From an optimization exercise on the open Yosys and OpenROAD flow, aimed at small area and few clock cycles per item; shortcuts taken in it are not production practice.
The RTL was checked by simulation tests, not by an equivalence proof against the original design.

rev 12:
==> flow/design.v <==
package ols_pkg;
   localparam int OLS_DEPTH     = 16;
   localparam int OLS_WORD_BITS = 32;
   localparam int OP_BITS     = 3;
   localparam int VALUE_BITS  = 32;
   localparam int POS_BITS    = 6;
   localparam int STATUS_BITS = 3;
   localparam int COUNT_BITS  = 5;
   localparam logic [VALUE_BITS-1:0] NEG_ONE = '1;
   typedef enum logic [OP_BITS-1:0] {
      OP_PUSH_BACK    = 3'd0,
      OP_POP_BACK     = 3'd1,
      OP_PUSH_FRONT   = 3'd2,
      OP_POP_FRONT    = 3'd3,
      OP_INSERT_AFTER = 3'd4,
      OP_READ_AT      = 3'd5,
      OP_FIND         = 3'd6
   } ols_op_type;
   typedef enum logic [STATUS_BITS-1:0] {
      ST_OK       = 3'd0,
      ST_INDEX    = 3'd1,
      ST_EMPTY    = 3'd2,
      ST_NOTFOUND = 3'd3,
      ST_FULL     = 3'd4
   } ols_status_type;
   typedef struct packed {
      logic load_new;
      logic take_prev;
      logic take_next;
   } ols_cell_ctl_type;
endpackage
import ols_pkg::*;
module ordered_list_store (
   input  logic                          clock,
   input  logic                          reset,
   input  logic                          req_valid,
   output logic                          req_ready,
   input  logic        [OP_BITS-1:0]     req_operation,
   input  logic signed [VALUE_BITS-1:0]  req_value,
   input  logic signed [POS_BITS-1:0]    req_position,
   output logic                          rsp_valid,
   input  logic                          rsp_ready,
   output logic signed [VALUE_BITS-1:0]  rsp_result_word,
   output logic        [STATUS_BITS-1:0] rsp_status,
   output logic        [COUNT_BITS-1:0]  rsp_count
);
   localparam int D = 16;
   logic [4:0]  count_ff;
   logic [3:0]  ord   [D];
   logic [31:0] slot  [D];
   logic        rsp_valid_ff;
   logic [2:0]  rsp_status_ff;
   logic [3:0]  rsp_sel_ff;
   logic        rsp_data_ff;
   logic        accept;
   assign req_ready = !rsp_valid_ff || rsp_ready;
   assign accept    = req_valid && req_ready;
   logic [2:0]  op;
   logic        is_ins, is_pop, is_popf, is_read, is_find;
   logic        full, empty;
   logic        pos_neg, pos_lt;      
   logic        ins_ok, pop_ok, read_ok;
   logic [4:0]  q;                    
   logic [3:0]  ridx;                 
   logic [3:0]  rslot;
   assign op      = req_operation;
   assign is_ins  = (op == 3'd0) || (op == 3'd2) || (op == 3'd4);
   assign is_pop  = (op == 3'd1) || (op == 3'd3);
   assign is_popf = (op == 3'd3);
   assign is_read = (op == 3'd5);
   assign is_find = (op == 3'd6);
   assign full    = count_ff[4];
   assign empty   = (count_ff == 5'd0);
   assign pos_neg = req_position[5];
   assign pos_lt  = pos_neg || ({1'b0, req_position[4:0]} < {1'b0, count_ff});
   always_comb begin
      ins_ok = 1'b0;
      q      = 5'd0;
      unique case (op)
         3'd0: begin q = count_ff; ins_ok = !full; end
         3'd2: begin q = 5'd0;     ins_ok = !full; end
         3'd4: begin
            q      = req_position[4:0] + 5'd1;
            ins_ok = !full && pos_lt && (!pos_neg || req_position == 6'h3f);
         end
         default: ;
      endcase
   end
   assign pop_ok  = is_pop && !empty;
   assign read_ok = is_read && !pos_neg && pos_lt;
   assign ridx    = (op == 3'd1) ? (count_ff[3:0] - 4'd1) :
                    (op == 3'd3) ? 4'd0 : req_position[3:0];
   assign rslot   = ord[ridx];
   logic [D-1:0] hit, hpos;
   logic [3:0]   fidx;
   logic         found;
   always_comb begin
      for (int s = 0; s < D; s++) hit[s] = (slot[s] == req_value);
      for (int p = 0; p < D; p++) hpos[p] = hit[ord[p]] && (5'(p) < count_ff);
      found = |hpos;
      fidx  = 4'd0;
      for (int p = D - 1; p >= 0; p--) if (hpos[p]) fidx = 4'(p);
   end
   logic [2:0] st;
   logic [3:0] sel;
   logic       isdata;
   always_comb begin
      st     = 3'd0;
      sel    = 4'd0;
      isdata = 1'b0;
      if (is_ins) begin
         if (op == 3'd4 && !(pos_lt && (!pos_neg || req_position == 6'h3f))) st = 3'd1;
         else if (full) st = 3'd4;
      end else if (is_pop) begin
         if (empty) st = 3'd2;
         else begin sel = rslot; isdata = 1'b1; end
      end else if (is_read) begin
         if (!read_ok) st = 3'd1;
         else begin sel = rslot; isdata = 1'b1; end
      end else if (is_find) begin
         if (!found) st = 3'd3;
         else sel = fidx;
      end
   end
   logic do_ins, do_popf;
   assign do_ins  = accept && ins_ok;
   assign do_popf = accept && pop_ok && is_popf;
   always_ff @(posedge clock) begin
      for (int i = 0; i < D; i++) begin
         if (reset) ord[i] <= 4'(i);
         else if (do_ins && 5'(i) >= q) ord[i] <= (5'(i) == q) ? ord[D-1] : ord[(i+D-1)%D];
         else if (do_popf) ord[i] <= ord[(i+1)%D];
      end
   end
   always_ff @(posedge clock) begin
      for (int s = 0; s < D; s++)
         if (do_ins && ord[D-1] == 4'(s)) slot[s] <= req_value;
   end
   always_ff @(posedge clock) begin
      if (reset) begin
         count_ff     <= '0;
         rsp_valid_ff <= 1'b0;
      end else begin
         if (accept) begin
            count_ff     <= count_ff + 5'(ins_ok) - 5'(pop_ok);
            rsp_valid_ff <= 1'b1;
         end else if (rsp_ready) begin
            rsp_valid_ff <= 1'b0;
         end
      end
   end
   always_ff @(posedge clock) begin
      if (accept) begin
         rsp_status_ff <= st;
         rsp_sel_ff    <= sel;
         rsp_data_ff   <= isdata;
      end
   end
   assign rsp_valid       = rsp_valid_ff;
   assign rsp_status      = rsp_status_ff;
   assign rsp_count       = count_ff;
   logic        rsp_err;
   logic [31:0] rsp_slot_word;
   assign rsp_err = |rsp_status_ff;
   always_comb begin
      rsp_slot_word = '0;
      for (int s = 0; s < D; s++)
         rsp_slot_word = rsp_slot_word | (slot[s] & {32{rsp_data_ff && rsp_sel_ff == 4'(s)}});
   end
   assign rsp_result_word = rsp_slot_word | {32{rsp_err}} | {28'b0, rsp_sel_ff & {4{!rsp_data_ff}}};
endmodule
Settings: LEC_CHECK=0, CAP_MARGIN=20, CORE_MARGIN=2, CORE_UTILIZATION=40, GPL_TIMING_DRIVEN=0, SLEW_MARGIN=20; clock period 6.0 ns.
standard.sh (not shown) runs the stock make flow with config.mk's settings and CLKGATE_MAP_FILE= SYNTH_SCRIPT=/design/flow/synth_recipe.tcl, a recipe that flattens the netlist after the stock synthesis.
==> flow/flow/run.sh <==
#!/bin/bash
# Own layout flow: the standard flow (standard.sh) with three changes.
#  1. Synthesis is ORFS's own, run by standard.sh, with an area-oriented ABC
#     mapping script in place of the speed script (a copy of ORFS's scripts
#     folder with only abc_speed.script replaced); registers are unchanged.
#  2. Port buffers are buf_2 cells.
#  3. The clock tree uses clkbuf_16 only, larger sink clusters and no dummy
#     loads.
# Each tool's output goes to the ORFS logs under orfs/logs and to the
# flow_*.log files here.
set -euo pipefail
cd "$(dirname "$0")/.."
W=$PWD
rm -rf "$W/scripts_area"
cp -r "$FLOW_HOME/scripts" "$W/scripts_area"
cat > "$W/scripts_area/abc_speed.script" <<'ABC'
&get -n
&st
&dch -f
&nf -a -R 1000
&put
ABC
bash standard.sh SCRIPTS_DIR="$W/scripts_area" synth > flow_synth.log 2>&1
bash standard.sh \
  "CTS_ARGS=-sink_clustering_enable -repair_clock_nets -dont_use_dummy_load -buf_list sky130_fd_sc_hd__clkbuf_16 -sink_clustering_size 25 -sink_clustering_max_diameter 70" \
  "BUFFER_PORTS_ARGS=-buffer_cell sky130_fd_sc_hd__buf_2" \
  finish > flow_layout.log 2>&1
Testbench counts of rev 12, summed over its fixed seeds: cycles 16,008, items 16,000.
diff inputs: rev 12 => rev 13
--- a/flow/design.v
+++ b/flow/design.v
@@ -156,16 +156,9 @@
          rsp_data_ff   <= isdata;
       end
    end
    assign rsp_valid       = rsp_valid_ff;
    assign rsp_status      = rsp_status_ff;
    assign rsp_count       = count_ff;
-   logic        rsp_err;
-   logic [31:0] rsp_slot_word;
-   assign rsp_err = |rsp_status_ff;
-   always_comb begin
-      rsp_slot_word = '0;
-      for (int s = 0; s < D; s++)
-         rsp_slot_word = rsp_slot_word | (slot[s] & {32{rsp_data_ff && rsp_sel_ff == 4'(s)}});
-   end
-   assign rsp_result_word = rsp_slot_word | {32{rsp_err}} | {28'b0, rsp_sel_ff & {4{!rsp_data_ff}}};
+   assign rsp_result_word = rsp_data_ff ? slot[rsp_sel_ff]
+                          : {{28{rsp_status_ff != 3'd0}}, rsp_sel_ff | {4{rsp_status_ff != 3'd0}}};
 endmodule
==> comparison <==
Comparing post-cts sizing count for rev 12 and rev 13, the bigger number came from rev 13.
STATUS setup slack: rev 13 loses against rev 12
Compared with rev 12, rev 13 is hungrier on power.
Fill cell total of the finished layout ended up 101 higher on rev 13 than on rev 12.
| detailed route wirelength on metal3 | lower: rev 12 |
The post-CTS clock slew at the launch and capture registers of the worst setup and hold paths was comparable across rev 12 and rev 13.
Buffering stage count on the worst path with inverters included ended up 1 higher on rev 13 than on rev 12.
Compared with rev 12, rev 13 shows a higher final critical-path share of the clock period.
Fraction of layout cells with a size suffix above 1, rev 12 and rev 13: lower on rev 12
Testbench counts of rev 13, summed over its fixed seeds: cycles 16,008, items 16,000.

[afterwards: timing with drivers on the ports]
The flow's constraints put no driver on any port. The routed layouts listed below were extracted and timed again, unchanged, in two steps.
Step 1 (the two cells are an assumption about what drives the block):
set clk [get_ports {clock}]
set_driving_cell -lib_cell sky130_fd_sc_hd__clkbuf_16 $clk
set_driving_cell -lib_cell sky130_fd_sc_hd__buf_2 [delete_from_list [all_inputs] $clk]
Step 2, shift: input delay + t, output delay - t, t = (earliest + latest rising clock arrival at the registers) / 2. This alone moves slack from input paths to output paths.
Slacks: ideal ports / drivers / drivers and shift; pairs: ideal ports / drivers.
run | shift t [ns] | slack for setup (ns) | clock arrival spread, ns | worst register clock-pin slew, ns | worst data-port slew with drivers (ns)
rev 12 | 0.626 | 0.238 / 0.280 / -0.346 | 0.105 / 0.104 | 0.10 / 0.10 | 0.04
rev 13 | 0.624 | 0.054 / -0.009 / -0.477 | 0.083 / 0.082 | 0.10 / 0.10 | 0.09
With both steps, setup timing fails in rev 12 and rev 13, where it was met with ideal ports. The setup slack of rev 12, which loses most, moves by +0.042 ns with the drivers and by -0.584 ns with both steps.
